This design comes from an exercise in tuning for small area and a short achievable clock period on the open sky130 flow, not from production work. Function was checked by simulation only, so behaviour that the tests miss may differ from the original. No activity file was given, so power comes from the tool's default toggle rates.

`design/flow/run.sh`:
```
#!/bin/bash
# synth_recipe.tcl (not shown) runs the flow's synth.tcl, then flattens the netlist and writes it again
# the make line also repeats each setting of config.mk as NAME=value (left out here)
make -C /OpenROAD-flow-scripts/flow DESIGN_CONFIG=/design/flow/config.mk WORK_HOME=/design/flow/orfs CLKGATE_MAP_FILE= SYNTH_SCRIPT=/design/flow/synth_recipe.tcl finish
```
`design/flow/design.v`:
```
`timescale 1ns/1ps
module reg_file (
    input  logic        in_clk,
    input  logic        in_rst,
    input  logic [3:0]  rs_lo,
    input  logic [7:0]  rs_hi,
    input  logic        rs_byp,
    input  logic [3:0]  rt_lo,
    input  logic [7:0]  rt_hi,
    input  logic        rt_byp,
    input  logic [31:0] byp_data,
    output logic [31:0] rs_data,
    output logic [31:0] rt_data,
    input  logic        wr_valid,
    input  logic [4:0]  wr_addr,
    input  logic [31:0] wr_data
);
    localparam int reg_count = 32;
    logic [31:0]          regs [1:reg_count-1];
    logic [reg_count-1:1] vld;
    always_ff @(posedge in_clk or posedge in_rst)
    begin
        if (in_rst)
        begin
            vld <= '0;
        end
        else
        begin
            for (int i = 1; i < reg_count; i++)
            begin
                if (wr_valid && (wr_addr == 5'(i)))
                begin
                    vld[i] <= 1'b1;
                end
            end
        end
    end
    always_ff @(posedge in_clk)
    begin
        for (int i = 1; i < reg_count; i++)
        begin
            if (wr_valid && (wr_addr == 5'(i)))
            begin
                regs[i] <= wr_data;
            end
        end
    end
    logic [reg_count-1:1] rs_sel;
    logic [reg_count-1:1] rt_sel;
    always_comb
    begin
        for (int i = 1; i < reg_count; i++)
        begin
            rs_sel[i] = vld[i] && !rs_byp && rs_lo[i % 4] && rs_hi[i / 4];
            rt_sel[i] = vld[i] && !rt_byp && rt_lo[i % 4] && rt_hi[i / 4];
        end
    end
    always_comb
    begin
        rs_data = byp_data & {32{rs_byp}};
        rt_data = byp_data & {32{rt_byp}};
        for (int i = 1; i < reg_count; i++)
        begin
            rs_data = rs_data | (regs[i] & {32{rs_sel[i]}});
            rt_data = rt_data | (regs[i] & {32{rt_sel[i]}});
        end
    end
endmodule
`timescale 1ns/1ps
module forward_unit (
    input  logic [4:0]  src,
    input  logic        used,
    input  logic        dec_valid,
    input  logic [4:0]  dec_addr,
    input  logic        exe_valid,
    input  logic [4:0]  exe_addr,
    output logic        ex_hit,
    output logic        wb_hit
);
    assign ex_hit = used && dec_valid && (dec_addr == src);
    assign wb_hit = exe_valid && (exe_addr == src);
endmodule
`timescale 1ns/1ps
module decode_stage (
    input  logic              in_clk,
    input  logic              in_rst,
    input  logic              instr_valid,
    input  logic [31:0]       instr,
    input  logic [31:0]       ex_data,
    input  logic              wb_valid,
    input  logic [4:0]        wb_addr,
    input  logic [31:0]       wb_data,
    output logic              exe_valid,
    output logic [10:0]       exe_op,
    output logic              exe_cin,
    output logic [31:0]       exe_op_a,
    output logic [31:0]       exe_op_b,
    output logic [4:0]        exe_sh,
    output logic [4:0]        exe_dest
);
    localparam logic [5:0] op_rtype = 6'h00;
    localparam logic [5:0] op_addiu = 6'h09;
    localparam logic [5:0] op_slti  = 6'h0a;
    localparam logic [5:0] op_andi  = 6'h0c;
    localparam logic [5:0] op_ori   = 6'h0d;
    localparam logic [5:0] op_xori  = 6'h0e;
    localparam logic [5:0] op_lui   = 6'h0f;
    localparam logic [5:0] fn_sll  = 6'h00;
    localparam logic [5:0] fn_srl  = 6'h02;
    localparam logic [5:0] fn_sra  = 6'h03;
    localparam logic [5:0] fn_addu = 6'h21;
    localparam logic [5:0] fn_subu = 6'h23;
    localparam logic [5:0] fn_and  = 6'h24;
    localparam logic [5:0] fn_or   = 6'h25;
    localparam logic [5:0] fn_xor  = 6'h26;
    localparam logic [5:0] fn_nor  = 6'h27;
    localparam logic [5:0] fn_slt  = 6'h2a;
    localparam logic [5:0] fn_sltu = 6'h2b;
    localparam int b_add  = 0;
    localparam int b_sub  = 1;
    localparam int b_and  = 2;
    localparam int b_or   = 3;
    localparam int b_xor  = 4;
    localparam int b_nor  = 5;
    localparam int b_slt  = 6;
    localparam int b_sltu = 7;
    localparam int b_sll  = 8;
    localparam int b_srl  = 9;
    localparam int b_sra  = 10;
    logic [5:0]  opcode;
    logic [5:0]  funct;
    logic [4:0]  rs;
    logic [4:0]  rt;
    logic [4:0]  rd;
    logic [4:0]  dest;
    logic [10:0] op;
    logic        known;
    logic        use_rs;
    logic        use_rt;
    logic        use_lui;
    logic        sign_ext;
    logic        inv;
    logic        wr_valid;
    logic        rs_ex_hit;
    logic        rt_ex_hit;
    logic        rs_wb_hit;
    logic        rt_wb_hit;
    assign opcode = instr[31:26];
    assign funct  = instr[5:0];
    assign rs     = instr[25:21];
    assign rt     = instr[20:16];
    assign rd     = instr[15:11];
    always_comb
    begin
        op       = '0;
        known    = 1'b1;
        use_rs   = 1'b1;
        use_rt   = 1'b0;
        use_lui  = 1'b0;
        sign_ext = 1'b1;
        dest     = rt;
        case (opcode)
            op_rtype:
            begin
                use_rt = 1'b1;
                dest   = rd;
                case (funct)
                    fn_addu: op[b_add]  = 1'b1;
                    fn_subu: op[b_sub]  = 1'b1;
                    fn_and:  op[b_and]  = 1'b1;
                    fn_or:   op[b_or]   = 1'b1;
                    fn_xor:  op[b_xor]  = 1'b1;
                    fn_nor:  op[b_nor]  = 1'b1;
                    fn_slt:  op[b_slt]  = 1'b1;
                    fn_sltu: op[b_sltu] = 1'b1;
                    fn_sll:
                    begin
                        op[b_sll] = 1'b1;
                        use_rs    = 1'b0;
                    end
                    fn_srl:
                    begin
                        op[b_srl] = 1'b1;
                        use_rs    = 1'b0;
                    end
                    fn_sra:
                    begin
                        op[b_sra] = 1'b1;
                        use_rs    = 1'b0;
                    end
                    default: known = 1'b0;
                endcase
            end
            op_addiu: op[b_add] = 1'b1;
            op_slti:  op[b_slt] = 1'b1;
            op_andi:
            begin
                op[b_and] = 1'b1;
                sign_ext  = 1'b0;
            end
            op_ori:
            begin
                op[b_or] = 1'b1;
                sign_ext = 1'b0;
            end
            op_xori:
            begin
                op[b_xor] = 1'b1;
                sign_ext  = 1'b0;
            end
            op_lui:
            begin
                op[b_or] = 1'b1;
                use_rs   = 1'b0;
                use_lui  = 1'b1;
            end
            default: known = 1'b0;
        endcase
    end
    assign inv = op[b_sub] | op[b_slt] | op[b_sltu];
    assign wr_valid = instr_valid && known && (dest != '0);
    logic        fd_valid;
    logic [10:0] fd_op;
    logic        fd_inv;
    logic        fd_use_rs;
    logic        fd_use_rt;
    logic        fd_use_lui;
    logic        fd_sign_ext;
    logic [15:0] fd_imm;
    logic [4:0]  fd_dest;
    logic [3:0]  fd_rs_lo;
    logic [7:0]  fd_rs_hi;
    logic [3:0]  fd_rt_lo;
    logic [7:0]  fd_rt_hi;
    logic        fd_rs_ex_hit;
    logic        fd_rt_ex_hit;
    logic        fd_rs_wb_hit;
    logic        fd_rt_wb_hit;
    forward_unit u_fwd_rs (
        .src       (rs),
        .used      (use_rs),
        .dec_valid (fd_valid),
        .dec_addr  (fd_dest),
        .exe_valid (exe_valid),
        .exe_addr  (exe_dest),
        .ex_hit    (rs_ex_hit),
        .wb_hit    (rs_wb_hit)
    );
    forward_unit u_fwd_rt (
        .src       (rt),
        .used      (use_rt),
        .dec_valid (fd_valid),
        .dec_addr  (fd_dest),
        .exe_valid (exe_valid),
        .exe_addr  (exe_dest),
        .ex_hit    (rt_ex_hit),
        .wb_hit    (rt_wb_hit)
    );
    always_ff @(posedge in_clk or posedge in_rst)
    begin
        if (in_rst)
        begin
            fd_valid <= 1'b0;
        end
        else
        begin
            fd_valid <= wr_valid;
        end
    end
    always_ff @(posedge in_clk)
    begin
        fd_op        <= op;
        fd_inv       <= inv;
        fd_use_rs    <= use_rs;
        fd_use_rt    <= use_rt;
        fd_use_lui   <= use_lui;
        fd_sign_ext  <= sign_ext;
        fd_imm       <= instr[15:0];
        fd_dest      <= dest;
        fd_rs_lo     <= 4'b1 << rs[1:0];
        fd_rs_hi     <= 8'b1 << rs[4:2];
        fd_rt_lo     <= 4'b1 << rt[1:0];
        fd_rt_hi     <= 8'b1 << rt[4:2];
        fd_rs_ex_hit <= rs_ex_hit;
        fd_rt_ex_hit <= rt_ex_hit;
        fd_rs_wb_hit <= rs_wb_hit;
        fd_rt_wb_hit <= rt_wb_hit;
    end
    logic [31:0] rs_val;
    logic [31:0] rt_val;
    logic [31:0] imm_ext;
    logic [31:0] b_raw;
    logic [31:0] op_a;
    logic [31:0] op_b;
    reg_file u_reg_file (
        .in_clk   (in_clk),
        .in_rst   (in_rst),
        .rs_lo    (fd_rs_lo),
        .rs_hi    (fd_rs_hi),
        .rs_byp   (fd_rs_wb_hit),
        .rt_lo    (fd_rt_lo),
        .rt_hi    (fd_rt_hi),
        .rt_byp   (fd_rt_wb_hit),
        .byp_data (wb_data),
        .rs_data  (rs_val),
        .rt_data  (rt_val),
        .wr_valid (wb_valid),
        .wr_addr  (wb_addr),
        .wr_data  (wb_data)
    );
    always_comb
    begin
        if (fd_use_lui)
        begin
            imm_ext = {fd_imm, 16'b0};
        end
        else if (fd_sign_ext)
        begin
            imm_ext = {{16{fd_imm[15]}}, fd_imm};
        end
        else
        begin
            imm_ext = {16'b0, fd_imm};
        end
    end
    assign b_raw = fd_use_rt ? rt_val : imm_ext;
    assign op_a = ({32{fd_rs_ex_hit}} & ex_data)
                | ({32{fd_use_rs && !fd_rs_ex_hit}} & rs_val);
    assign op_b = (fd_rt_ex_hit ? ex_data : b_raw) ^ {32{fd_inv}};
    always_ff @(posedge in_clk or posedge in_rst)
    begin
        if (in_rst)
        begin
            exe_valid <= 1'b0;
        end
        else
        begin
            exe_valid <= fd_valid;
        end
    end
    always_ff @(posedge in_clk)
    begin
        exe_op   <= fd_op;
        exe_cin  <= fd_inv;
        exe_op_a <= op_a;
        exe_op_b <= op_b;
        exe_sh   <= fd_imm[10:6];
        exe_dest <= fd_dest;
    end
endmodule
`timescale 1ns/1ps
module execute_stage (
    input  logic        in_clk,
    input  logic        in_rst,
    input  logic        exe_valid,
    input  logic [10:0] exe_op,
    input  logic        exe_cin,
    input  logic [31:0] exe_op_a,
    input  logic [31:0] exe_op_b,
    input  logic [4:0]  exe_sh,
    input  logic [4:0]  exe_dest,
    output logic        ex_valid,
    output logic [4:0]  ex_addr,
    output logic [31:0] ex_data,
    output logic        wb_valid,
    output logic [4:0]  wb_addr,
    output logic [31:0] wb_data
);
    localparam int b_add  = 0;
    localparam int b_sub  = 1;
    localparam int b_and  = 2;
    localparam int b_or   = 3;
    localparam int b_xor  = 4;
    localparam int b_nor  = 5;
    localparam int b_slt  = 6;
    localparam int b_sltu = 7;
    localparam int b_sll  = 8;
    localparam int b_srl  = 9;
    localparam int b_sra  = 10;
    logic [31:0] a;
    logic [31:0] b;
    logic [31:0] p;
    logic [31:0] g;
    logic [31:0] gg [0:5];
    logic [31:0] pp [0:5];
    logic [32:0] c;
    logic [31:0] sum;
    logic        lt;
    logic        ltu;
    logic [31:0] sh_in;
    logic [31:0] shr;
    logic [31:0] shr_rev;
    logic [31:0] alu_y;
    logic        wb_valid_q;
    logic [4:0]  wb_addr_q;
    logic [31:0] wb_data_q;
    assign a = exe_op_a;
    assign b = exe_op_b;
    assign p = a ^ b;
    assign g = a & b;
    assign gg[0] = g;
    assign pp[0] = p;
    for (genvar l = 0; l < 5; l++)
    begin : g_prefix
        for (genvar i = 0; i < 32; i++)
        begin : g_bit
            if (((i >> l) & 1) == 1)
            begin : g_comb
                localparam int j = ((i >> l) << l) - 1;
                assign gg[l + 1][i] = gg[l][i] | (pp[l][i] & gg[l][j]);
                assign pp[l + 1][i] = pp[l][i] & pp[l][j];
            end
            else
            begin : g_pass
                assign gg[l + 1][i] = gg[l][i];
                assign pp[l + 1][i] = pp[l][i];
            end
        end
    end
    assign c[0] = exe_cin;
    for (genvar i = 0; i < 32; i++)
    begin : g_carry
        assign c[i + 1] = gg[5][i] | (pp[5][i] & exe_cin);
    end
    assign sum = p ^ c[31:0];
    assign lt  = (a[31] == b[31]) ? a[31] : sum[31];
    assign ltu = ~c[32];
    for (genvar i = 0; i < 32; i++)
    begin : g_rev_in
        assign sh_in[i] = exe_op[b_sll] ? b[31 - i] : b[i];
    end
    assign shr = $signed({exe_op[b_sra] & b[31], sh_in}) >>> exe_sh;
    for (genvar i = 0; i < 32; i++)
    begin : g_rev_out
        assign shr_rev[i] = shr[31 - i];
    end
    always_comb
    begin
        alu_y = ({32{exe_op[b_add] | exe_op[b_sub]}} & sum)
              | ({32{exe_op[b_and]}} & g)
              | ({32{exe_op[b_or]}}  & (p | g))
              | ({32{exe_op[b_xor]}} & p)
              | ({32{exe_op[b_nor]}} & ~(p | g))
              | ({32{exe_op[b_sll]}} & shr_rev)
              | ({32{exe_op[b_srl] | exe_op[b_sra]}} & shr);
        alu_y[0] = alu_y[0] | (exe_op[b_slt] & lt) | (exe_op[b_sltu] & ltu);
    end
    assign ex_valid = exe_valid;
    assign ex_addr  = exe_dest;
    assign ex_data  = alu_y;
    always_ff @(posedge in_clk or posedge in_rst)
    begin
        if (in_rst)
        begin
            wb_valid_q <= 1'b0;
        end
        else
        begin
            wb_valid_q <= exe_valid;
        end
    end
    always_ff @(posedge in_clk)
    begin
        wb_addr_q <= exe_dest;
        wb_data_q <= alu_y;
    end
    assign wb_valid = wb_valid_q;
    assign wb_addr  = wb_addr_q;
    assign wb_data  = wb_data_q;
endmodule
`timescale 1ns/1ps
module cpu_top (
    input  logic        in_clk,
    input  logic        in_rst,
    input  logic        instr_valid,
    input  logic [31:0] instr,
    output logic        wb_valid,
    output logic [4:0]  wb_addr,
    output logic [31:0] wb_data
);
    logic        ex_valid;
    logic [4:0]  ex_addr;
    logic [31:0] ex_data;
    logic        wbr_valid;
    logic [4:0]  wbr_addr;
    logic [31:0] wbr_data;
    logic        exe_valid;
    logic [10:0] exe_op;
    logic        exe_cin;
    logic [31:0] exe_op_a;
    logic [31:0] exe_op_b;
    logic [4:0]  exe_sh;
    logic [4:0]  exe_dest;
    decode_stage u_decode (
        .in_clk      (in_clk),
        .in_rst      (in_rst),
        .instr_valid (instr_valid),
        .instr       (instr),
        .ex_data     (ex_data),
        .wb_valid    (wbr_valid),
        .wb_addr     (wbr_addr),
        .wb_data     (wbr_data),
        .exe_valid   (exe_valid),
        .exe_op      (exe_op),
        .exe_cin     (exe_cin),
        .exe_op_a    (exe_op_a),
        .exe_op_b    (exe_op_b),
        .exe_sh      (exe_sh),
        .exe_dest    (exe_dest)
    );
    execute_stage u_execute (
        .in_clk     (in_clk),
        .in_rst     (in_rst),
        .exe_valid  (exe_valid),
        .exe_op     (exe_op),
        .exe_cin    (exe_cin),
        .exe_op_a   (exe_op_a),
        .exe_op_b   (exe_op_b),
        .exe_sh     (exe_sh),
        .exe_dest   (exe_dest),
        .ex_valid   (ex_valid),
        .ex_addr    (ex_addr),
        .ex_data    (ex_data),
        .wb_valid   (wbr_valid),
        .wb_addr    (wbr_addr),
        .wb_data    (wbr_data)
    );
    assign wb_valid = wbr_valid;
    assign wb_addr  = wbr_addr;
    assign wb_data  = wbr_data;
endmodule
```
`design/flow/constraint.sdc`:
```
create_clock -name core_clock -period 6.0 [get_ports {in_clk}]
set_input_delay 1.2000 -clock core_clock [delete_from_list [all_inputs] [get_ports {in_clk}]]
set_output_delay 1.2000 -clock core_clock [all_outputs]
set_load 0.01 [all_outputs]
```
`design/flow/config.mk`:
```
export PLATFORM = sky130hd
export DESIGN_NAME = cpu_top
export DESIGN_NICKNAME = cpu_top
export VERILOG_FILES = /design/flow/design.v
export SDC_FILE = /design/flow/constraint.sdc
export NUM_CORES = 4
export LEC_CHECK = 0
export CAP_MARGIN = 20
export CORE_MARGIN = 2
export CORE_UTILIZATION = 30
export CTS_CLUSTER_DIAMETER = 80
export CTS_CLUSTER_SIZE = 25
export PLACE_DENSITY = 0.5
export SETUP_SLACK_MARGIN = 3.2
export SLEW_MARGIN = 20
```
==> flow_metrics.tcl, run 1 <==
set metrics [dict create \
    die_height_um 433 \
    die_w_um 433 \
    grt_use_met2_pct 44.6 \
    yosysSeqAreaShare_pct 62.3 \
    synth_top_area_share_pct 53.9 \
    irDropWorstVdd_v 0.000228 \
    synth_edf_count 992 \
    ff2ff_setup_slack_ns 2.81 \
    grt_use_met1_pct 37.0 \
    nNetsFinal 4430 \
    crit_path_max_fanout 21 \
    p_sw_share_pct 24.7 \
    cellPowerDensity_mw_per_mm2 236 \
    postSynthCellCount 4106 \
    outcome "finished clean" \
    finalCritPeriodShare_pct 53.2 \
    worst_pin_slew_ns 1.13 \
    drv_cap 0 \
    nFillCells 17500 \
    final_cell_count_no_fill 6850 \
    start_util_pct 30.2 \
    place.port_buffers 72 \
    cp-end-kind "flop" \
    first_global_vias 44200 \
    cts_tree "yes" \
    path_clk_slew_ns 0.10 \
    synth_area_leaders "edfxtp_1, dfxtp_1, a221oi_1" \
    rows 157 \
    fin_skew_ns 0.0699 \
    fin_tns_setup_ns 0 \
    yosysMostFrequentCell "edfxtp_1" \
    power_leakage_nw 24.2 \
    numCtsBuffers 69 \
    antenna_found_initial 18 \
    holdBufCountCts 0 \
    yosysTopAreaCell "edfxtp_1" \
    p_seq_share_pct 58.2 \
    layout-drive-gt1-share_pct 25.1 \
    firstDrtPassIters 8 \
    start_kind "flop" \
    grt-ovfl-total 0 \
    avgSynthCellArea_um2 13.5 \
    clkSinkCount 1214 \
    cts_max_level 3 \
    grt_max_degree 65 \
    syn-num-nets 4206 \
    period_minus_slack_ns 3.19 \
    slew_headroom_pct 23.8 \
    power.switching_mw 3.91 \
    critPathArrivalTime_ns 3.76 \
    power.internal_mw 11.9 \
    root_buffer "clkbuf_16" \
    syn_area_mm2 0.0552 \
    dp.cells 6480 \
    use_met3_pct 13.3 \
    dpl.hpwl_um 175000 \
    drcViolationCount 0 \
    hp-class "flop to flop" \
    drt-initial-drc-count 10700 \
    ys_ff_latch 1214 \
    hold_viol 0 \
    ant_nets 0 \
    ioPinCount 73 \
    dr_total_vias 48000 \
    setup_slack_ns 2.81 \
    path_class "flop to flop" \
    coreArea_mm2 0.183 \
    synth.cells.most_frequent "edfxtp_1, a221oi_1, a22oi_1" \
    drv_slew 0 \
    ys_types 85 \
    yosys_warnings 6 \
    track_usage_pct 30.8 \
    gp_congestion 0.976 \
    grt_pass1_wl_um 393000 \
    setup_violations 0 \
    wire_per_inst_um 44.0 \
    fp.dieArea_mm2 0.188 \
    ys.flop_type "edfxtp_1" \
    pre_cts_ws_ns 1.86 \
    async_reset_ff_share_pct 2.80 \
    clk_latency_ns 0.76 \
    clockBufferDepth 3 \
    p_clk_share_pct 34.8 \
    viasPerCell 7.00 \
    areaGrowthSynthToFinish_pct 21.3 \
    routed_wl_um 301000 \
    max_freq_mhz 313 \
    cp.required_ns 6.57 \
    combPwrFrac_pct 7.0 \
    rsz0062_at_grt "yes" \
    grt-busiest-layer "met2" \
]
placed cells by master, fill, tap and decap left out, types with 25 or more instances in the layout:
cell and instances:
ha_1 50, dfxtp_1 121, edfxtp_1 992, dfxtp_4 40
or2_2 38, o21ai_1 42, and3_4 29, mux2i_1 50
mux4_2 56, a221oi_1 365, clkbuf_16 80, buf_6 46
xnor2_1 40, nand4_1 176, o21ai_0 67, a22o_1 327
a21oi_1 50, nand2_1 120, a221o_1 26, a21oi_2 29
inv_1 88, nor2_4 32, buf_4 306, clkdlybuf4s50_1 34
o21ai_2 25, nor2_1 84, buf_12 63, dfrtp_1 33
a22oi_1 334, dfxtp_2 27, mux2_2 27
worst max-delay path, stage by stage (launching register included):
cell	delay (ns)
dfxtp_4	0.46
buf_8	0.19
and4b_2	0.27
buf_6	0.24
a221o_1	0.37
a221oi_1	0.33
nand4_1	0.17
o32ai_1	0.37
buf_4	0.27
nor2_1	0.07
a21oi_2	0.15
xnor2_1	0.07
per-layer routing:
layer | wire length, um | vias to the layer above
met5 | 327 | -
met4 | 27700 | 20
met3 | 48000 | 1623
met2 | 123000 | 5186
met1 | 102000 | 23600
li1 | - | 17500
power by group through the flow:
stage / registers (mW) / logic, mW / clock network, mW
2_1_floorplan: 9.36 / 0.472 / 0
3_3_place_gp: 9.41 / 0.789 / 0
3_5_place_dp: 9.41 / 0.790 / 0
4_1_cts: 9.19 / 0.982 / 5.50
5_1_grt: 9.20 / 1.14 / 5.78
6_report: 9.19 / 1.10 / 5.50
repair_timing:
action | CTS | global route
endpoints found under the hold margin | 0 | 0
cloned | 15 | 8
pin swaps | 84 | 78
gates resized for setup | 580 | 220
setup endpoints to repair | 363 | 145
buffers inserted | 122 | 98
state kept, by name, indices dropped and copies added, names as in the netlist, 11 cells and up:
signal	count
u_decode.exe_op_b	32
u_decode.u_reg_file.vld	31
u_decode.u_reg_file.regs	992
u_decode.fd_op	11
u_decode.exe_op_a	32
u_decode.fd_imm	16
u_decode.exe_op	11
u_execute.wb_data_q	32
per-stage QoR:
| stage | area (um^2) | hold WS (ns) | total power, mW | util, % |
|---|---|---|---|---|
| 3_5_place_dp | 59700 | 0.312 | 10.2 | 32.6 |
| 3_3_place_gp | 59700 | 0.310 | 10.2 | 32.6 |
| 2_1_floorplan | 55400 | 0.310 | 9.83 | - |
| 5_1_grt | 67000 | 0.342 | 16.1 | 36.6 |
| 4_1_cts | 65100 | 0.329 | 15.7 | 35.6 |
| 6_report | 67000 | 0.330 | 15.8 | 36.6 |
cell type report:
cell class / count / area [um^2] / area share, %
clock buffers: 84 / 1870 / 2.79
diodes: 10 / 25.0 / 0.0374
clock inverters: 33 / 388 / 0.579
well taps: 2464 / 3080 / 4.60
repair buffers: 523 / 5680 / 8.48
multi-input cells: 2422 / 20900 / 31.3
flip-flops and latches: 1214 / 34600 / 51.6
inverters: 99 / 388 / 0.579
repair inverters: 1 / 5.00 / 0.00747
logic make-up after synthesis:
family                   after synthesis  synth area share [%]
flip-flops                          1214                  62.3
AO/OA/AOI/OAI                       1457                  20.8
adder cells (fa/ha/maj)               65                  1.49
multiplexers                         162                  4.38
buffers and inverters                470                  3.34
AND/OR/NAND/NOR                      673                  6.69
XOR/XNOR                              65                  1.03
path summary, 6_finish.rpt:
kind | to | depth (start not counted) | start
worst max-delay path | u_decode.exe_op_b[25] | 11 | u_decode.fd_rt_wb_hit
max in group asynchronous | u_execute.wb_valid_q | 3 | in_rst
worst max register to register | u_decode.exe_op_b[25] | 11 | u_decode.fd_rt_wb_hit
worst min-delay path | u_decode.exe_op[2] | 0 | u_decode.fd_op[2]
worst min register to register | u_decode.exe_op[2] | 0 | u_decode.fd_op[2]
min in group asynchronous | u_decode.u_reg_file.vld[6] | 3 | in_rst
==> run 2: changes to the inputs <==
--- a/design/flow/design.v
+++ b/design/flow/design.v
@@ -4,11 +4,8 @@
     input  logic        in_rst,
     input  logic [3:0]  rs_lo,
     input  logic [7:0]  rs_hi,
-    input  logic        rs_byp,
     input  logic [3:0]  rt_lo,
     input  logic [7:0]  rt_hi,
-    input  logic        rt_byp,
-    input  logic [31:0] byp_data,
     output logic [31:0] rs_data,
     output logic [31:0] rt_data,
     input  logic        wr_valid,
@@ -51,14 +48,14 @@
     begin
         for (int i = 1; i < reg_count; i++)
         begin
-            rs_sel[i] = vld[i] && !rs_byp && rs_lo[i % 4] && rs_hi[i / 4];
-            rt_sel[i] = vld[i] && !rt_byp && rt_lo[i % 4] && rt_hi[i / 4];
+            rs_sel[i] = vld[i] && rs_lo[i % 4] && rs_hi[i / 4];
+            rt_sel[i] = vld[i] && rt_lo[i % 4] && rt_hi[i / 4];
         end
     end
     always_comb
     begin
-        rs_data = byp_data & {32{rs_byp}};
-        rt_data = byp_data & {32{rt_byp}};
+        rs_data = '0;
+        rt_data = '0;
         for (int i = 1; i < reg_count; i++)
         begin
             rs_data = rs_data | (regs[i] & {32{rs_sel[i]}});
@@ -289,7 +286,6 @@
     logic [31:0] rs_val;
     logic [31:0] rt_val;
     logic [31:0] imm_ext;
-    logic [31:0] b_raw;
     logic [31:0] op_a;
     logic [31:0] op_b;
     reg_file u_reg_file (
@@ -297,11 +293,8 @@
         .in_rst   (in_rst),
         .rs_lo    (fd_rs_lo),
         .rs_hi    (fd_rs_hi),
-        .rs_byp   (fd_rs_wb_hit),
         .rt_lo    (fd_rt_lo),
         .rt_hi    (fd_rt_hi),
-        .rt_byp   (fd_rt_wb_hit),
-        .byp_data (wb_data),
         .rs_data  (rs_val),
         .rt_data  (rt_val),
         .wr_valid (wb_valid),
@@ -323,10 +316,27 @@
             imm_ext = {16'b0, fd_imm};
         end
     end
-    assign b_raw = fd_use_rt ? rt_val : imm_ext;
-    assign op_a = ({32{fd_rs_ex_hit}} & ex_data)
-                | ({32{fd_use_rs && !fd_rs_ex_hit}} & rs_val);
-    assign op_b = (fd_rt_ex_hit ? ex_data : b_raw) ^ {32{fd_inv}};
+    logic a_ex;
+    logic a_wb;
+    logic a_rf;
+    logic b_ex;
+    logic b_wb;
+    logic b_rf;
+    logic b_imm;
+    assign a_ex  = fd_rs_ex_hit;
+    assign a_wb  = fd_use_rs && !fd_rs_ex_hit && fd_rs_wb_hit;
+    assign a_rf  = fd_use_rs && !fd_rs_ex_hit && !fd_rs_wb_hit;
+    assign b_ex  = fd_rt_ex_hit;
+    assign b_wb  = fd_use_rt && !fd_rt_ex_hit && fd_rt_wb_hit;
+    assign b_rf  = fd_use_rt && !fd_rt_ex_hit && !fd_rt_wb_hit;
+    assign b_imm = !fd_use_rt;
+    assign op_a = ({32{a_ex}} & ex_data)
+                | ({32{a_wb}} & wb_data)
+                | ({32{a_rf}} & rs_val);
+    assign op_b = (({32{b_ex}}  & ex_data)
+                 | ({32{b_wb}}  & wb_data)
+                 | ({32{b_rf}}  & rt_val)
+                 | ({32{b_imm}} & imm_ext)) ^ {32{fd_inv}};
     always_ff @(posedge in_clk or posedge in_rst)
     begin
         if (in_rst)
@@ -387,9 +397,8 @@
     logic [31:0] sum;
     logic        lt;
     logic        ltu;
-    logic [31:0] sh_in;
+    logic [31:0] shl;
     logic [31:0] shr;
-    logic [31:0] shr_rev;
     logic [31:0] alu_y;
     logic        wb_valid_q;
     logic [4:0]  wb_addr_q;
@@ -425,15 +434,8 @@
     assign sum = p ^ c[31:0];
     assign lt  = (a[31] == b[31]) ? a[31] : sum[31];
     assign ltu = ~c[32];
-    for (genvar i = 0; i < 32; i++)
-    begin : g_rev_in
-        assign sh_in[i] = exe_op[b_sll] ? b[31 - i] : b[i];
-    end
-    assign shr = $signed({exe_op[b_sra] & b[31], sh_in}) >>> exe_sh;
-    for (genvar i = 0; i < 32; i++)
-    begin : g_rev_out
-        assign shr_rev[i] = shr[31 - i];
-    end
+    assign shl = b << exe_sh;
+    assign shr = $signed({exe_op[b_sra] & b[31], b}) >>> exe_sh;
     always_comb
     begin
         alu_y = ({32{exe_op[b_add] | exe_op[b_sub]}} & sum)
@@ -441,7 +443,7 @@
               | ({32{exe_op[b_or]}}  & (p | g))
               | ({32{exe_op[b_xor]}} & p)
               | ({32{exe_op[b_nor]}} & ~(p | g))
-              | ({32{exe_op[b_sll]}} & shr_rev)
+              | ({32{exe_op[b_sll]}} & shl)
               | ({32{exe_op[b_srl] | exe_op[b_sra]}} & shr);
         alu_y[0] = alu_y[0] | (exe_op[b_slt] & lt) | (exe_op[b_sltu] & ltu);
     end
--- a/design/flow/config.mk
+++ b/design/flow/config.mk
@@ -13,3 +13,4 @@
 export PLACE_DENSITY = 0.5
 export SETUP_SLACK_MARGIN = 3.2
 export SLEW_MARGIN = 20
+export TNS_END_PERCENT = 5
==> run 2 against run 1 <==
Count of clock-buffer cells in the layout fell by 10. Sequential cell count is the same. Fmax increased by 1.5%. Clock skew shrank 0.0060 ns. Cell count fell by 4.4%. Synthesized area decreased by 1.1%. Wire length shrank 3.6%. Combinational power shrank about 20%. Global-route usage down 0.64 points. Critical path depth shrank 7. Hold slack improved by 0.0077 ns.
==> flow_metrics.tcl, run 2 <==
set metrics [dict create \
    p_clk_share_pct 35.5 \
    cellPowerDensity_mw_per_mm2 247 \
    async_reset_ff_share_pct 2.80 \
    power_leakage_nw 23.2 \
    place.port_buffers 72 \
    dpl.hpwl_um 173000 \
    clockBufferDepth 3 \
    yosysTopAreaCell "edfxtp_1" \
    wire_per_inst_um 44.3 \
    ys_types 77 \
    worst_pin_slew_ns 1.25 \
    track_usage_pct 30.1 \
    fp.dieArea_mm2 0.186 \
    viasPerCell 6.99 \
    ioPinCount 73 \
    root_buffer "clkbuf_16" \
    top_layer "met5" \
    grt_pass1_wl_um 384000 \
    largest_register_ffs 992 \
    yosysSeqAreaShare_pct 63.0 \
    syn_area_mm2 0.0546 \
    syn-num-nets 4152 \
    rows 156 \
    fin_skew_ns 0.0639 \
    max_freq_mhz 318 \
    slew_headroom_pct 16.7 \
    cp.required_ns 6.36 \
    irDropWorstVdd_v 0.000202 \
    antenna_found_initial 25 \
    synth.area.mux_share_pct 4.34 \
    layout-drive-gt1-share_pct 18.6 \
    synth_compound_area_share_pct 20.1 \
    r2r_start "u_execute.wb_valid_q" \
    cp-end-kind "flop" \
    hp-class "flop to flop" \
    path_class "flop to flop" \
    ant_nets 0 \
    hp-start "u_decode.fd_op[2]" \
    ys_ff_latch 1214 \
    layout_commonest_cell "edfxtp_1" \
    total_power_mw 15.6 \
    power.internal_mw 11.8 \
    avgSynthCellArea_um2 13.5 \
    period_minus_slack_ns 3.14 \
    grt-ovfl-total 0 \
    clk_latency_ns 0.77 \
    path_clk_slew_ns 0.10 \
    firstDrtPassIters 10 \
    critPathArrivalTime_ns 3.50 \
    combPwrFrac_pct 5.6 \
    synth_top_family_by_area "compound AO/OA/AOI/OAI gates" \
    die_w_um 431 \
    synth_edf_count 992 \
    start_util_pct 30.2 \
    cts_tree "yes" \
    first_global_vias 43000 \
    synth.cells.most_frequent "edfxtp_1, a221oi_1, a22o_1" \
    grt_max_degree 37 \
    setup_violations 0 \
    fin_tns_setup_ns 0 \
    drt-initial-drc-count 10500 \
    drv_cap 0 \
    synth_simple_gate_area_share_pct 6.71 \
    outcome "finished clean" \
    dr_total_vias 45800 \
    drv_slew 0 \
    drcViolationCount 0 \
    layout_common_cells "edfxtp_1, a221oi_1, a22o_1" \
    synth_top_area_share_pct 54.5 \
    power.switching_mw 3.85 \
    postSynthCellCount 4052 \
    crit_start "u_execute.wb_valid_q" \
    p_seq_share_pct 58.9 \
    synth-xor-area-share_pct 1.19 \
    wl_met2_um 121000 \
    holdBufCountCts 0 \
    synth_area_leaders "edfxtp_1, dfxtp_1, a221oi_1" \
    hold_viol 0 \
    p_sw_share_pct 24.6 \
    coreArea_mm2 0.181 \
    areaGrowthSynthToFinish_pct 15.8 \
    yosysMostFrequentCell "edfxtp_1" \
    ys.flop_type "edfxtp_1" \
    numCtsBuffers 69 \
    crit_path_max_fanout 20 \
    synth_fa_ha_area_share_pct 1.50 \
    rsz0062_at_grt "yes" \
    finalCritPeriodShare_pct 52.4 \
    regMostFlops "u_decode.u_reg_file.regs" \
    start_kind "flop" \
    die_height_um 431 \
    gp_congestion 0.951 \
    cts_max_level 3 \
    routed_wl_um 290000 \
    yosys_warnings 6 \
    clkSinkCount 1214 \
    drt-met1-wl_um 101000 \
    met3_length_um 44500 \
    nNetsFinal 4229 \
]
[run 2: cell types whose count changed after synthesis, sizes merged, moves of 27 or more]
cell and delta:
and4b -30, a222oi +63, and3 +30, a22oi -63, nand4 -83, nor3 +44
a221oi -27, mux2i +34, o21ai -29, nand3 +105
[run 2: path summary, 6_finish.rpt]
check,to,slack (ns),cells past startpoint
max in group asynchronous,u_decode.u_reg_file.vld[27],4.76,3
min in group asynchronous,u_decode.u_reg_file.vld[18],0.86,3
hold reg to reg,u_decode.exe_op[2],0.34,0
hold / removal,u_decode.exe_op[2],0.34,0
setup / recovery,u_decode.u_reg_file.regs[5][0],2.86,4
setup reg to reg,u_decode.u_reg_file.regs[5][0],2.86,4
[run 2: kinds of logic after synthesis]
logic type                 after synthesis
AOI/OAI and AO/OA                     1371
DFF                                   1214
and+or+nand+nor                        715
buffers and inverters                  440
muxes                                  173
xor gates and xnor gates                74
adders and majority gates               65
[run 2: power by group through the flow]
stage	clock network, mW	logic [mW]	registers (mW)
3_3_place_gp	0	0.730	9.42
6_report	5.54	0.882	9.21
4_1_cts	5.54	0.837	9.20
5_1_grt	5.79	0.917	9.21
2_1_floorplan	0	0.453	9.36
3_5_place_dp	0	0.731	9.42
[run 2: critical path, cell delays in order (launching register included)]
cell	delay (ns)
dfrtp_1	0.48
nor2b_1	0.29
nand3b_1	0.35
nor2_4	0.89
buf_4	0.68
[run 2: area by class of cell]
type                       instances  area, um^2
fill                           17400      117000
multi-input combinational       2398       19700
clock buffer                      74        1750
antenna                            9        22.5
sequential                      1214       34600
timing repair inverter             1        7.51
inverter                          81         308
clock inverter                    38         527
tap                             2370        2970
timing repair buffer             364        3410
[run 2: routing by layer]
metal | vias to the layer above | GRT usage (%)
met4 | 18 | 19.4
met2 | 4806 | 43.7
li1 | 16900 | -
met5 | - | 0
met3 | 1243 | 11.6
met1 | 22800 | 37.3
[run 2: metrics by stage]
step | setup WS (ns) | cell area (um^2) | hold WS, ns | util (%) | instances
after floorplan | 2.44 | 54600 | 0.310 | - | 4052
after global placement | 2.15 | 58800 | 0.312 | 32.6 | 6350
after detailed placement | 2.13 | 58900 | 0.312 | 32.6 | 6352
after CTS | 2.95 | 62900 | 0.337 | 34.8 | 6524
after global routing | 2.88 | 63200 | 0.342 | 35.0 | 6540
final | 2.86 | 63300 | 0.338 | 35.0 | 6549
[run 2: repair_timing]
action / CTS / global route
endpoints found under the setup margin: 423 / 360
gates cloned: 4 / 1
pin swaps: 36 / 8
gates resized for setup: 352 / 34
buffers inserted: 56 / 15
==> run 3: changes to the inputs <==
--- a/design/flow/config.mk
+++ b/design/flow/config.mk
@@ -10,7 +10,7 @@
 export CORE_UTILIZATION = 30
 export CTS_CLUSTER_DIAMETER = 80
 export CTS_CLUSTER_SIZE = 25
-export PLACE_DENSITY = 0.5
+export PLACE_DENSITY = 0.75
 export SETUP_SLACK_MARGIN = 3.2
 export SLEW_MARGIN = 20
 export TNS_END_PERCENT = 5
==> run 3 against run 2 <==
Still clean. Sequential cell count is the same. First-iteration DRC count grew 25%. Power shrank 6.2%. Wire length shrank 13%. Sequential share of layout area grew 0.85 points. Register-to-register slack gained 0.08 ns. Worst setup slack gained 0.079 ns. Critical path type unchanged. Highest routed layer unchanged.
==> flow_metrics.tcl, run 3 <==
set metrics [dict create \
    outcome "finished clean" \
    clkSinkCount 1214 \
    firstDrtPassIters 15 \
    slew_headroom_pct 22.2 \
    crit_path_max_fanout 22 \
    place.port_buffers 72 \
    worst_pin_slew_ns 1.17 \
    drv_cap 0 \
    viasPerCell 7.29 \
    rsz0062_at_grt "yes" \
    ys_types 77 \
    nNetsFinal 4155 \
    regMostFlops "u_decode.u_reg_file.regs" \
    synth.cells.most_frequent "edfxtp_1, a221oi_1, a22o_1" \
    dr_total_vias 47100 \
    grt_max_degree 39 \
    drcViolationCount 0 \
    antenna_found_initial 20 \
    routed_wl_um 253000 \
    grt_use_met2_pct 35.7 \
    crit_family "simple AND/OR/NAND/NOR gates" \
    cp-end-kind "flop" \
    die_w_um 431 \
    ys_ff_latch 1214 \
    layout_commonest_cell "edfxtp_1" \
    use_met3_pct 15.2 \
    yosysTopAreaCell "edfxtp_1" \
    yosys_warnings 6 \
    layout-drive-gt1-share_pct 17.3 \
    fin_tns_setup_ns 0 \
    start_kind "flop" \
    max_freq_mhz 326 \
    first_global_vias 43500 \
    avgSynthCellArea_um2 13.5 \
    clk_latency_ns 0.76 \
    clockBufferDepth 3 \
    grt_use_met1_pct 28.7 \
    ant_nets 0 \
    multi_input_area_mm2 0.0199 \
    cts_max_level 2 \
    cp_num_buf_inv 1 \
    irDropWorstVdd_v 0.000229 \
    cp.required_ns 6.60 \
    coreArea_mm2 0.181 \
    layout_common_cells "edfxtp_1, a221oi_1, a22o_1" \
    postSynthCellCount 4052 \
    areaGrowthSynthToFinish_pct 14.0 \
    rows 156 \
    grt-ovfl-total 0 \
    path_cells "and3_2 > buf_4 > a22o_1 > a221oi_1 > nand3_1 > nor3_1 > nor2_1 > a221o_1" \
    syn_area_mm2 0.0546 \
    seqCellArea_mm2 0.0345 \
    yosysSeqAreaShare_pct 63.0 \
    period_minus_slack_ns 3.06 \
    power_leakage_nw 22.6 \
    fin_skew_ns 0.0732 \
    setup_violations 0 \
    start_util_pct 30.2 \
    critPathArrivalTime_ns 3.66 \
    hp-class "flop to flop" \
    grt_pass1_wl_um 341000 \
    track_usage_pct 25.8 \
    nFillCells 17100 \
    async_reset_ff_share_pct 2.80 \
    numCtsBuffers 57 \
    path_class "flop to flop" \
    fp.dieArea_mm2 0.186 \
    drv_slew 0 \
    dp.cells 6293 \
    finalCritPeriodShare_pct 51.1 \
    hold_viol 0 \
    dpl.hpwl_um 145000 \
    ys.flop_type "edfxtp_1" \
    die_height_um 431 \
    wire_per_inst_um 39.1 \
    holdBufCountCts 0 \
    drt-initial-drc-count 13100 \
    max_stage_delay_ns 0.51 \
    syn-num-nets 4152 \
    ioPinCount 73 \
    cellPowerDensity_mw_per_mm2 236 \
    crit_slowest_cell "nor3_1" \
    root_buffer "clkbuf_16" \
    gp_congestion 1.02 \
    cts_tree "yes" \
    yosysMostFrequentCell "edfxtp_1" \
    path_clk_slew_ns 0.11 \
    synth_top_area_share_pct 54.5 \
    synth_edf_count 992 \
    synth_area_leaders "edfxtp_1, dfxtp_1, a221oi_1" \
    grt-busiest-layer "met2" \
    final_cell_count_no_fill 6459 \
    largest_register_ffs 992 \
]
==> run 3: cell counts after synthesis <==
No cell type changed its count.
==> run 3: layer usage <==
layer | vias up | wire [um]
li1 | 16700 | -
met1 | 22000 | 75100
met4 | 34 | 29500
met5 | - | 696
met3 | 2224 | 50300
met2 | 6167 | 97200
==> run 3: logic make-up after synthesis <==
logic type,synth area share [%]
flops,63.0
fa+ha+maj,1.50
buf+inv,3.20
mux,4.34
simple gates,6.71
xor+xnor,1.19
compound gates,20.1
==> run 3: worst reg2reg max path, delay by kind of cell (launching register included) <==
kind / cells / cell delay [ns]
AND/OR/NAND/NOR: 4 / 1.19
buffers and inverters: 1 / 0.43
flip-flops: 1 / 0.42
AO/OA/AOI/OAI: 3 / 0.91
==> run 3: layout make-up <==
cell class | count | area share, %
antenna | 11 | 0.0442
clock buffer | 73 | 2.46
clock inverter | 9 | 0.267
inverter | 81 | 0.501
multi-input combinational | 2398 | 32.0
sequential | 1214 | 55.5
tap | 2370 | 4.76
timing repair buffer | 303 | 4.52
==> run 3: path summary, 6_finish.rpt <==
path                                             startpoint                    endpoint  slack, ns  cells past startpoint
worst min-delay path                      u_decode.fd_op[6]          u_decode.exe_op[6]       0.34                      0
worst max-delay path            u_decode.u_reg_file.vld[10]       u_decode.exe_op_a[11]       2.94                      8
min in group asynchronous                            in_rst  u_decode.u_reg_file.vld[3]       0.86                      3
worst min register to register            u_decode.fd_op[6]          u_decode.exe_op[6]       0.34                      0
worst max register to register  u_decode.u_reg_file.vld[10]       u_decode.exe_op_a[11]       2.94                      8
max in group asynchronous                            in_rst        u_execute.wb_valid_q       4.75                      3
==> run 3: stage by stage <==
step	power (mW)	instance area, um^2	worst slack (ns)	util (%)	hold slack (ns)
CTS	14.5	61400	3.08	34.0	0.336
floorplan	9.81	54600	2.44	-	0.310
global route	14.9	62200	3.03	34.4	0.344
finish	14.7	62200	2.94	34.4	0.336
global placement	10.1	58400	2.35	32.3	0.311
detailed placement	10.1	58400	2.30	32.3	0.312
==> run 3: power by group <==
| part | switching, mW | internal (mW) |
|---|---|---|
| logic | 0.534 | 0.335 |
| registers | 0.114 | 9.09 |
| clock network | 2.72 | 1.88 |
==> run 3: repair_timing <==
item	4_1_cts	5_1_grt
buffers inserted	42	29
pin swaps	21	35
resized for setup	331	156
gates cloned	2	0
endpoints found under the setup margin	134	130
==> run 4: changes to the inputs <==
--- a/design/flow/config.mk
+++ b/design/flow/config.mk
@@ -13,4 +13,3 @@
 export PLACE_DENSITY = 0.75
 export SETUP_SLACK_MARGIN = 3.2
 export SLEW_MARGIN = 20
-export TNS_END_PERCENT = 5
==> run 4 against run 3 <==
Cell count up 2.2%. Combinational power up 15%. Power up 2.7%. Synthesized cell count unchanged. Die area unchanged. First-iteration DRC count up 8.6%. Synthesized area unchanged. Worst setup slack better by 0.0055 ns. Largest cell class unchanged. Critical endpoint is now u_decode.exe_op_a[29].
==> flow_metrics.tcl, run 4 <==
set metrics [dict create \
    gp_congestion 0.996 \
    power.switching_mw 3.58 \
    ys_ff_latch 1214 \
    p_clk_share_pct 32.3 \
    areaGrowthSynthToFinish_pct 18.3 \
    syn_area_mm2 0.0546 \
    ys.flop_type "edfxtp_1" \
    cts_max_level 2 \
    firstDrtPassIters 17 \
    period_minus_slack_ns 3.06 \
    ys_types 77 \
    die_height_um 431 \
    place.port_buffers 72 \
    synth_edf_count 992 \
    grt-ovfl-total 0 \
    avgSynthCellArea_um2 13.5 \
    ant_nets 0 \
    regMostFlops "u_decode.u_reg_file.regs" \
    p_sw_share_pct 23.8 \
    setup_slack_ns 2.94 \
    syn-num-nets 4152 \
    start_util_pct 30.2 \
    endpoint "u_decode.exe_op_a[29]" \
    holdBufCountCts 0 \
    clk_latency_ns 0.79 \
    synth.cells.most_frequent "edfxtp_1, a221oi_1, a22o_1" \
    crit_path_max_fanout 19 \
    rows 156 \
    reg2reg_depth 9 \
    nNetsFinal 4283 \
    combPwrFrac_pct 6.6 \
    place_area_mm2 0.0584 \
    worst_pin_slew_ns 1.20 \
    antenna_found_initial 18 \
    layout_common_cells "edfxtp_1, a221oi_1, a22o_1" \
    outcome "finished clean" \
    grt_max_degree 35 \
    ioPinCount 73 \
    fin_skew_ns 0.102 \
    first_global_vias 44000 \
    cp-end-kind "flop" \
    rsz0062_at_grt "yes" \
    clkSinkCount 1214 \
    root_buffer "clkbuf_16" \
    clockBufferDepth 3 \
    r2r_start "u_decode.fd_rs_lo[0]" \
    hold_viol 0 \
    yosysTopAreaCell "edfxtp_1" \
    final_area_mm2 0.0646 \
    dpl.hpwl_um 144000 \
    setup_violations 0 \
    grt_pass1_wl_um 352000 \
    irDropWorstVdd_v 0.000291 \
    finalCritPeriodShare_pct 51.0 \
    hp-class "flop to flop" \
    async_reset_ff_share_pct 2.80 \
    slew_headroom_pct 20.3 \
    die_w_um 431 \
    postSynthCellCount 4052 \
    numCtsBuffers 59 \
    viasPerCell 7.36 \
    coreArea_mm2 0.181 \
    crit_start "u_decode.fd_rs_lo[0]" \
    p_seq_share_pct 61.1 \
    path_class "flop to flop" \
    routed_wl_um 263000 \
    power.internal_mw 11.5 \
    fin_tns_setup_ns 0 \
    drv_cap 0 \
    r2r-end "u_decode.exe_op_a[29]" \
    yosysMostFrequentCell "edfxtp_1" \
    start_kind "flop" \
    drv_slew 0 \
    max_freq_mhz 327 \
    layout-drive-gt1-share_pct 21.9 \
    power_leakage_nw 23.7 \
    path_clk_slew_ns 0.10 \
    fp.dieArea_mm2 0.186 \
    drt-initial-drc-count 14200 \
    ff2ff_setup_slack_ns 2.94 \
    wire_per_inst_um 39.9 \
    pre_cts_ws_ns 2.05 \
    largest_register_ffs 992 \
    cellPowerDensity_mw_per_mm2 233 \
    yosysSeqAreaShare_pct 63.0 \
    layout_commonest_cell "edfxtp_1" \
    cp.required_ns 6.65 \
    dr_total_vias 48600 \
    yosys_warnings 6 \
    cts_tree "yes" \
    critPathArrivalTime_ns 3.71 \
    synth_top_area_share_pct 54.5 \
    drcViolationCount 0 \
    synth_area_leaders "edfxtp_1, dfxtp_1, a221oi_1" \
    track_usage_pct 26.8 \
    total_power_mw 15.1 \
]
==> run 4: cell count changes in the layout (fill, tap and decap cells not counted), moves of 24 or more <==
cell / delta
buf_4: +78
a21oi_2: +24
buf_12: +28
a21oi_1: -25
==> run 4: per-stage QoR <==
| step | cells | hold slack [ns] | util (%) |
|---|---|---|---|
| final | 6604 | 0.330 | 35.7 |
| after global routing | 6592 | 0.342 | 35.7 |
| after CTS | 6479 | 0.325 | 34.7 |
| after detailed placement | 6297 | 0.312 | 32.3 |
| after global placement | 6295 | 0.311 | 32.3 |
| after floorplan | 4052 | 0.310 | - |
==> run 4: worst min path at each step <==
stage | from | endpoint | cells past startpoint
2_1_floorplan | u_decode.fd_op[0] | u_decode.exe_op[0] | 0
3_3_place_gp | u_decode.fd_op[1] | u_decode.exe_op[1] | 0
3_5_place_dp | u_decode.fd_op[5] | u_decode.exe_op[5] | 0
4_1_cts | u_decode.fd_op[5] | u_decode.exe_op[5] | 0
5_1_grt | u_decode.fd_op[6] | u_decode.exe_op[6] | 0
6_report | u_decode.fd_op[6] | u_decode.exe_op[6] | 0
==> run 4: metal layers <==
layer	global-route usage [%]	wire length [um]	share of wire [%]
met1	29.9	78000	30
met2	36.8	100000	38
met3	16.1	53900	20
met4	20.4	30800	12
met5	1.95	838	0.32
==> run 4: area by class of cell <==
type | instances | area [um^2]
sequential | 1214 | 34600
clock buffer | 83 | 1630
clock inverter | 15 | 243
timing repair buffer | 427 | 4490
tap | 2370 | 2970
fill | 16800 | 116000
multi-input combinational | 2399 | 20300
inverter | 81 | 310
antenna | 14 | 35.0
timing repair inverter | 1 | 7.51
==> run 4: what timing repair did <==
action / CTS / global route
buffers inserted: 71 / 108
setup endpoints to repair: 202 / 120
pin swaps: 41 / 101
gates cloned: 13 / 3
gates resized for setup: 530 / 235
==> run 4: cells by family (layout without fill, tap and decap cells) <==
group	after synthesis	after routing	synth area share, %
AO/OA/AOI/OAI	1371	1371	20.1
XOR/XNOR	74	74	1.19
adder cells (fa/ha/maj)	65	65	1.50
buffers and inverters	440	607	3.20
flip-flops	1214	1214	63.0
multiplexers	173	173	4.34
other	0	14	0
AND/OR/NAND/NOR	715	716	6.71
==> run 4: power groups by stage <==
stage                     Sequential (mW)  Clock [mW]  Combinational, mW
final                                9.20        4.86               1.00
after CTS                            9.19        4.77              0.871
after global placement               9.40           0              0.727
after floorplan                      9.36           0              0.454
after global routing                 9.20        5.05               1.02
after detailed placement             9.40           0              0.728
==> run 4: worst max-delay path: stages, from the launching register on <==
cell and delay [ns]:
dfxtp_1 0.45, and3_2 0.25, buf_6 0.21, buf_12 0.21
a22o_1 0.24, a221oi_2 0.23, nand4_1 0.20, nor3_4 0.66
nor2_1 0.12, a221o_1 0.29
==> run 5: changes to the inputs <==
--- a/design/flow/design.v
+++ b/design/flow/design.v
@@ -2,10 +2,8 @@
 module reg_file (
     input  logic        in_clk,
     input  logic        in_rst,
-    input  logic [3:0]  rs_lo,
-    input  logic [7:0]  rs_hi,
-    input  logic [3:0]  rt_lo,
-    input  logic [7:0]  rt_hi,
+    input  logic [4:0]  rs_next,
+    input  logic [4:0]  rt_next,
     output logic [31:0] rs_data,
     output logic [31:0] rt_data,
     input  logic        wr_valid,
@@ -44,12 +42,14 @@
     end
     logic [reg_count-1:1] rs_sel;
     logic [reg_count-1:1] rt_sel;
-    always_comb
+    always_ff @(posedge in_clk)
     begin
         for (int i = 1; i < reg_count; i++)
         begin
-            rs_sel[i] = vld[i] && rs_lo[i % 4] && rs_hi[i / 4];
-            rt_sel[i] = vld[i] && rt_lo[i % 4] && rt_hi[i / 4];
+            rs_sel[i] <= (rs_next == 5'(i))
+                         && (vld[i] || (wr_valid && (wr_addr == 5'(i))));
+            rt_sel[i] <= (rt_next == 5'(i))
+                         && (vld[i] || (wr_valid && (wr_addr == 5'(i))));
         end
     end
     always_comb
@@ -225,10 +225,6 @@
     logic        fd_sign_ext;
     logic [15:0] fd_imm;
     logic [4:0]  fd_dest;
-    logic [3:0]  fd_rs_lo;
-    logic [7:0]  fd_rs_hi;
-    logic [3:0]  fd_rt_lo;
-    logic [7:0]  fd_rt_hi;
     logic        fd_rs_ex_hit;
     logic        fd_rt_ex_hit;
     logic        fd_rs_wb_hit;
@@ -274,10 +270,6 @@
         fd_sign_ext  <= sign_ext;
         fd_imm       <= instr[15:0];
         fd_dest      <= dest;
-        fd_rs_lo     <= 4'b1 << rs[1:0];
-        fd_rs_hi     <= 8'b1 << rs[4:2];
-        fd_rt_lo     <= 4'b1 << rt[1:0];
-        fd_rt_hi     <= 8'b1 << rt[4:2];
         fd_rs_ex_hit <= rs_ex_hit;
         fd_rt_ex_hit <= rt_ex_hit;
         fd_rs_wb_hit <= rs_wb_hit;
@@ -291,10 +283,8 @@
     reg_file u_reg_file (
         .in_clk   (in_clk),
         .in_rst   (in_rst),
-        .rs_lo    (fd_rs_lo),
-        .rs_hi    (fd_rs_hi),
-        .rt_lo    (fd_rt_lo),
-        .rt_hi    (fd_rt_hi),
+        .rs_next  (rs),
+        .rt_next  (rt),
         .rs_data  (rs_val),
         .rt_data  (rt_val),
         .wr_valid (wb_valid),
--- a/design/flow/config.mk
+++ b/design/flow/config.mk
@@ -13,3 +13,4 @@
 export PLACE_DENSITY = 0.75
 export SETUP_SLACK_MARGIN = 3.2
 export SLEW_MARGIN = 20
+export TNS_END_PERCENT = 5
==> run 5 against run 4 <==
Global-route usage decreased by 0.71 points. Synthesized area increased by 1.4%. Sequential power increased by 2.5%. Clock power decreased by 0.8%. Fmax decreased by 9.7%. Power increased by 0.62%. Sequential share of layout area increased by 2.8 points. Sequential cell count increased by 38. Utilization decreased by 1.4 points. Worst setup slack got worse by 0.33 ns. Non-clock buffer count decreased by 136. Critical path type unchanged.
==> flow_metrics.tcl, run 5 <==
set metrics [dict create \
    outcome "finished clean" \
    hp-class "flop to flop" \
    synth_edf_count 992 \
    place.port_buffers 72 \
    ant_nets 0 \
    setup_violations 0 \
    syn_area_mm2 0.0554 \
    clockBufferDepth 3 \
    drv_cap 0 \
    fin_tns_setup_ns 0 \
    postSynthCellCount 4082 \
    grt_pass1_wl_um 347000 \
    final_area_mm2 0.0630 \
    gp_congestion 1.00 \
    cts_tree "yes" \
    clk_latency_ns 0.80 \
    dp.cells 6476 \
    viasPerCell 7.19 \
    ys.flop_type "edfxtp_1" \
    period_minus_slack_ns 3.39 \
    dr_total_vias 47800 \
    rsz0062_at_grt "yes" \
    ioPinCount 73 \
    layout_commonest_cell "edfxtp_1" \
    ff2ff_setup_slack_ns 2.61 \
    synth_top_area_share_pct 53.8 \
    crit_path_max_fanout 18 \
    drt-initial-drc-count 13000 \
    fin_skew_ns 0.0966 \
    routed_wl_um 257000 \
    yosysSeqAreaShare_pct 63.5 \
    die_height_um 434 \
    cellPowerDensity_mw_per_mm2 241 \
    yosys_warnings 6 \
    max_freq_mhz 295 \
    start_kind "flop" \
    track_usage_pct 26.1 \
    synth_fa_ha_area_share_pct 1.48 \
    synth_top_family_by_area "compound AO/OA/AOI/OAI gates" \
    synth_area_leaders "edfxtp_1, dfxtp_1, a22o_1" \
    coreArea_mm2 0.183 \
    finalCritPeriodShare_pct 56.5 \
    pre_cts_ws_ns 2.34 \
    slew_headroom_pct 17.6 \
    total_power_mw 15.2 \
    worst_pin_slew_ns 1.24 \
    nFillCells 17300 \
    final_cell_count_no_fill 6649 \
    r2r_start "u_decode.u_reg_file.rt_sel[7]" \
    async_reset_ff_share_pct 2.72 \
    antenna_found_initial 20 \
    start_util_pct 30.2 \
    seqCellArea_mm2 0.0355 \
    synth_simple_gate_area_share_pct 6.41 \
    ys_types 82 \
    ys_ff_latch 1252 \
    drcViolationCount 0 \
    yosysTopAreaCell "edfxtp_1" \
    fp.dieArea_mm2 0.188 \
    irDropWorstVdd_v 0.000291 \
    multi_input_area_mm2 0.0194 \
    grt_max_degree 46 \
    synth-xor-area-share_pct 1.01 \
    areaGrowthSynthToFinish_pct 13.6 \
    root_buffer "clkbuf_16" \
    rows 157 \
    clkSinkCount 1252 \
    path_class "flop to flop" \
    drv_slew 0 \
    synth.area.mux_share_pct 4.68 \
    largest_register_ffs 992 \
    layout-drive-gt1-share_pct 15.7 \
    numCtsBuffers 60 \
    hp-start "u_decode.fd_op[1]" \
    cp.required_ns 6.58 \
    regMostFlops "u_decode.u_reg_file.regs" \
    dpl.hpwl_um 146000 \
    cp-end-kind "flop" \
    critPathArrivalTime_ns 3.97 \
    path_clk_slew_ns 0.10 \
    synth_compound_area_share_pct 19.8 \
    hold_viol 0 \
    layout_common_cells "edfxtp_1, a22o_1, a221oi_1" \
    power_leakage_nw 22.3 \
    wire_per_inst_um 38.6 \
    setup_slack_ns 2.61 \
    crit_start "u_decode.u_reg_file.rt_sel[7]" \
    syn-num-nets 4182 \
    first_global_vias 44100 \
    cts_max_level 2 \
    firstDrtPassIters 20 \
    avgSynthCellArea_um2 13.6 \
    die_w_um 434 \
    nNetsFinal 4235 \
    yosysMostFrequentCell "edfxtp_1" \
    place_area_mm2 0.0597 \
    grt-ovfl-total 0 \
    synth.cells.most_frequent "edfxtp_1, a22o_1, a221oi_1" \
]
==> run 5: changes by cell type after synthesis, sizes merged, moves of 24 or more <==
cell / before / now
dfxtp: 188 / 226
nand4: 93 / 123
or2: 36 / 12
inv: 81 / 143
and3: 69 / 10
nand3: 124 / 100
clkbuf: 299 / 234
a22oi: 275 / 324
nor4: 8 / 49
a221o: 33 / 7
a221oi: 357 / 330
==> run 5: kinds of logic after synthesis <==
group | after synthesis
muxes | 180
buffers and inverters | 445
xor gates and xnor gates | 64
adders and majority gates | 65
DFF | 1252
AOI/OAI and AO/OA | 1380
and+or+nand+nor | 696
==> run 5: cell type report <==
cell class	instances	share of cell area, %
Antenna cell	14	0.0556
Sequential cell	1252	56.3
Inverter	145	0.868
Multi-Input combinational cell	2385	30.8
Timing Repair Buffer	291	4.23
Clock inverter	12	0.336
Tap cell	2464	4.90
Clock buffer	86	2.54
==> run 5: routing by layer <==
layer,track usage (%),vias up,wire length (um)
li1,-,17000,-
met1,29.7,22600,77800
met2,35.7,6033,99300
met3,15.7,2149,51200
met4,18.7,48,27700
met5,1.30,-,916
==> run 5: through the flow <==
| stage | util [%] | hold WS, ns |
|---|---|---|
| global placement | 32.6 | 0.313 |
| global route | 34.3 | 0.346 |
| detailed placement | 32.6 | 0.314 |
| floorplan | - | 0.310 |
| finish | 34.4 | 0.334 |
| CTS | 34.0 | 0.335 |
==> run 5: worst paths after layout <==
check                                            end  cells past startpoint
worst max-delay path            u_decode.exe_op_b[4]                      8
worst min-delay path              u_decode.exe_op[1]                      0
worst max register to register  u_decode.exe_op_b[4]                      8
worst min register to register    u_decode.exe_op[1]                      0
max in group asynchronous          u_decode.fd_valid                      3
min in group asynchronous       u_execute.wb_valid_q                      3
==> run 5: what timing repair did <==
item                                   CTS  global route
endpoints found under the hold margin    0             0
resized for setup                      179            89
hold buffers                             0             0
setup buffers                           42            19
pin swaps                               14            23
setup endpoints to repair              219           294
==> run 5: critical path, cell delays in order, from the launching register on <==
cell and delay (ns):
dfxtp_2 0.61, buf_4 0.45, a22o_1 0.27, a221oi_1 0.29, nand4_1 0.19, nor3_2 0.71
o21ai_0 0.33, a21oi_1 0.23, xnor2_1 0.08
==> run 5: report_power, final <==
group | internal [mW] | total, mW | switching, mW
Clock | 1.92 | 4.82 | 2.90
Combinational | 0.353 | 0.900 | 0.547
Sequential | 9.32 | 9.43 | 0.114
Total | 11.6 | 15.2 | 3.56
==> run 6: changes to the inputs <==
==> design/flow/flow/run.sh (new file) <==
#!/bin/bash
# Own flow: the standard layout (standard.sh, unchanged synthesis), with
# one change: the port buffers that global placement inserts are
# sky130_fd_sc_hd__buf_4 cells instead of the default pick, a slow delay
# buffer. Every input and output port still gets its buffer.
# make's output goes to standard.log; ORFS writes each step's log under
# orfs/logs.
set -euo pipefail
bash standard.sh "BUFFER_PORTS_ARGS=-buffer_cell sky130_fd_sc_hd__buf_4" finish > standard.log 2>&1
==> design/flow/standard.sh (new file) <==
#!/bin/bash
# synth_recipe.tcl (not shown) runs the flow's synth.tcl, then flattens the netlist and writes it again
# the make line also repeats each setting of config.mk as NAME=value (left out here)
make -C /OpenROAD-flow-scripts/flow DESIGN_CONFIG=/design/flow/config.mk WORK_HOME=/design/flow/orfs CLKGATE_MAP_FILE= SYNTH_SCRIPT=/design/flow/synth_recipe.tcl "${@:-finish}"
removed: design/flow/run.sh
==> run 6 against run 5 <==
Still clean. Synthesized area unchanged. Hold slack worse by 0.015 ns. Die area unchanged. Design area about the same.
==> flow_metrics.tcl, run 6 <==
set metrics [dict create \
    avgSynthCellArea_um2 13.6 \
    viasPerCell 7.15 \
    dpl.hpwl_um 147000 \
    irDropWorstVdd_v 0.000271 \
    hold_viol 0 \
    syn_area_mm2 0.0554 \
    ys_ff_latch 1252 \
    hp-start "u_decode.fd_op[7]" \
    rows 157 \
    clkSinkCount 1252 \
    drv_slew 0 \
    yosys_warnings 6 \
    ff2ff_setup_slack_ns 2.61 \
    path_class "flop to flop" \
    power_leakage_nw 22.4 \
    drcViolationCount 0 \
    synth.cells.most_frequent "edfxtp_1, a22o_1, a221oi_1" \
    cts_max_level 2 \
    postSynthCellCount 4082 \
    cellPowerDensity_mw_per_mm2 243 \
    final_util_pct 34.3 \
    start_kind "flop" \
    synth_top_area_share_pct 53.8 \
    grt-ovfl-total 0 \
    worst_pin_slew_ns 1.28 \
    setup_violations 0 \
    yosysMostFrequentCell "edfxtp_1" \
    rsz0062_at_grt "yes" \
    routed_wl_um 257000 \
    ant_nets 0 \
    grt_pass1_wl_um 347000 \
    firstDrtPassIters 14 \
    first_global_vias 44000 \
    drt-initial-drc-count 13700 \
    largest_register_ffs 992 \
    drv_cap 0 \
    layout_common_cells "edfxtp_1, a22o_1, a22oi_1" \
    hp-class "flop to flop" \
    die_w_um 434 \
    dp.cells 6479 \
    crit_path_max_fanout 19 \
    max_freq_mhz 295 \
    synth_edf_count 992 \
    wire_per_inst_um 38.5 \
    layout-drive-gt1-share_pct 17.7 \
    fp.dieArea_mm2 0.188 \
    regMostFlops "u_decode.u_reg_file.regs" \
    reg2reg_depth 8 \
    grt_max_degree 46 \
    gp_congestion 1.00 \
    areaGrowthSynthToFinish_pct 13.6 \
    total_power_mw 15.3 \
    finalCritPeriodShare_pct 56.5 \
    outcome "finished clean" \
    antenna_found_initial 16 \
    cp.required_ns 6.62 \
    yosysSeqAreaShare_pct 63.5 \
    fin_skew_ns 0.112 \
    synth_area_leaders "edfxtp_1, dfxtp_1, a22o_1" \
    place.port_buffers 72 \
    final_cell_count_no_fill 6678 \
    ioPinCount 73 \
    ys_types 82 \
    dr_total_vias 47700 \
    cp-end-kind "flop" \
    period_minus_slack_ns 3.39 \
    clockBufferDepth 3 \
    start_util_pct 30.2 \
    critPathArrivalTime_ns 4.01 \
    track_usage_pct 26.1 \
    worstHoldEndpoint "u_decode.exe_op[7]" \
    yosysTopAreaCell "edfxtp_1" \
    cts_tree "yes" \
    holdBufCountCts 0 \
    syn-num-nets 4182 \
    clk_latency_ns 0.80 \
    numCtsBuffers 61 \
    root_buffer "clkbuf_16" \
    ys.flop_type "edfxtp_1" \
    r2r-end "u_decode.exe_op_b[2]" \
    slew_headroom_pct 14.3 \
    r2r_start "u_decode.u_reg_file.rt_sel[1]" \
    coreArea_mm2 0.183 \
    path_clk_slew_ns 0.10 \
    nNetsFinal 4254 \
    min_path_cells 0 \
    nFillCells 17300 \
    fin_tns_setup_ns 0 \
    async_reset_ff_share_pct 2.72 \
    die_height_um 434 \
    layout_commonest_cell "edfxtp_1" \
]
run 6: cell counts after synthesis:
No cell type changed its count.
run 6: routing by layer:
layer | vias up | share of wire (%) | track usage (%)
met5 | - | 0.15 | 0.807
met4 | 21 | 9.8 | 17.0
met3 | 1932 | 20 | 15.5
met2 | 6043 | 39 | 36.4
met1 | 22700 | 31 | 29.9
li1 | 17100 | - | -
run 6: timing repair:
| action | in CTS | in global routing |
|---|---|---|
| setup endpoints to repair | 225 | 200 |
| gates cloned | 2 | 0 |
| buffers inserted | 53 | 20 |
| pin swaps | 25 | 25 |
| hold endpoints to repair | 0 | 0 |
| gates resized for setup | 133 | 69 |
run 6: cells by family (layout without fill, tap and decap cells):
| logic type | count (synthesis) | count (layout) | share of synthesized area [%] |
|---|---|---|---|
| AOI/OAI and AO/OA | 1380 | 1380 | 19.8 |
| other | 0 | 20 | 0 |
| muxes | 180 | 180 | 4.68 |
| DFF | 1252 | 1252 | 63.5 |
| buffers and inverters | 445 | 557 | 3.16 |
| adders and majority gates | 65 | 65 | 1.48 |
| xor gates and xnor gates | 64 | 64 | 1.01 |
| and+or+nand+nor | 696 | 696 | 6.41 |
run 6: worst max-delay path, stage by stage (launching register included):
cell and delay, ns:
dfxtp_2 0.57, buf_4 0.43, a22o_1 0.30, a221oi_1 0.27
nand4_1 0.13, nor3_1 0.87, o21ai_0 0.27, a21oi_1 0.27
xnor2_1 0.09
run 6: power by group:
part           internal [mW]  switching, mW  total (mW)
clock network           2.00           2.94        4.94
logic                  0.361          0.563       0.924
registers               9.33          0.102        9.43
total                   11.7           3.60        15.3
run 6: worst max-delay path by stage:
stage                                              start               endpoint  cells after the start
after floorplan                    u_decode.exe_op_b[18]  u_decode.exe_op_b[29]                     11
after global placement                u_decode.exe_sh[1]   u_decode.exe_op_b[7]                      8
after detailed placement              u_decode.exe_sh[1]   u_decode.exe_op_b[7]                      8
after CTS                 u_decode.u_reg_file.rt_sel[14]   u_decode.exe_op_b[4]                      7
after global routing      u_decode.u_reg_file.rs_sel[11]  u_decode.exe_op_a[29]                      7
final                      u_decode.u_reg_file.rt_sel[1]   u_decode.exe_op_b[2]                      8
run 6: stage by stage:
| step | hold slack, ns | setup slack (ns) | area (um^2) |
|---|---|---|---|
| finish | 0.319 | 2.61 | 62900 |
| detailed placement | 0.313 | 2.12 | 59500 |
| global route | 0.324 | 2.80 | 62900 |
| floorplan | 0.310 | 3.20 | 55600 |
| CTS | 0.319 | 2.90 | 62400 |
| global placement | 0.314 | 2.23 | 59500 |
run 6: cell type report:
cell class / count / area [um^2] / area share [%]
diodes: 20 / 50.0 / 0.0795
clock buffers: 89 / 1650 / 2.63
clock inverters: 14 / 244 / 0.388
inverters: 145 / 562 / 0.893
multi-input cells: 2385 / 19400 / 30.9
flip-flops and latches: 1252 / 35400 / 56.2
well taps: 2464 / 3080 / 4.90
repair buffers: 308 / 2510 / 3.99
repair inverters: 1 / 8.76 / 0.0139

==> separate check: timing with driven ports <==
The results above use ideal ports. As a check the final layouts listed here were re-extracted and re-timed, cells and wires unchanged.
Step 1 assumes that a clkbuf_16 drives the clock port and a buf_2 every other input.
Step 2, shift: input delay + t, output delay - t, t = (earliest + latest rising clock arrival at the registers) / 2. This alone moves slack from input paths to output paths.
Three values: no drivers, after step 1, after step 2; two values: the first two.
run | t (ns) | setup slack, ns
run 1 | 0.822 | 2.810 / 2.810 / 2.559
run 2 | 0.832 | 2.856 / 2.839 / 2.568
run 3 | 0.819 | 2.935 / 2.935 / 2.512
run 4 | 0.835 | 2.941 / 2.941 / 2.426
run 5 | 0.825 | 2.612 / 2.612 / 2.456
run 6 | 0.812 | 2.610 / 2.610 / 2.301
After both steps every run listed still meets setup and hold.
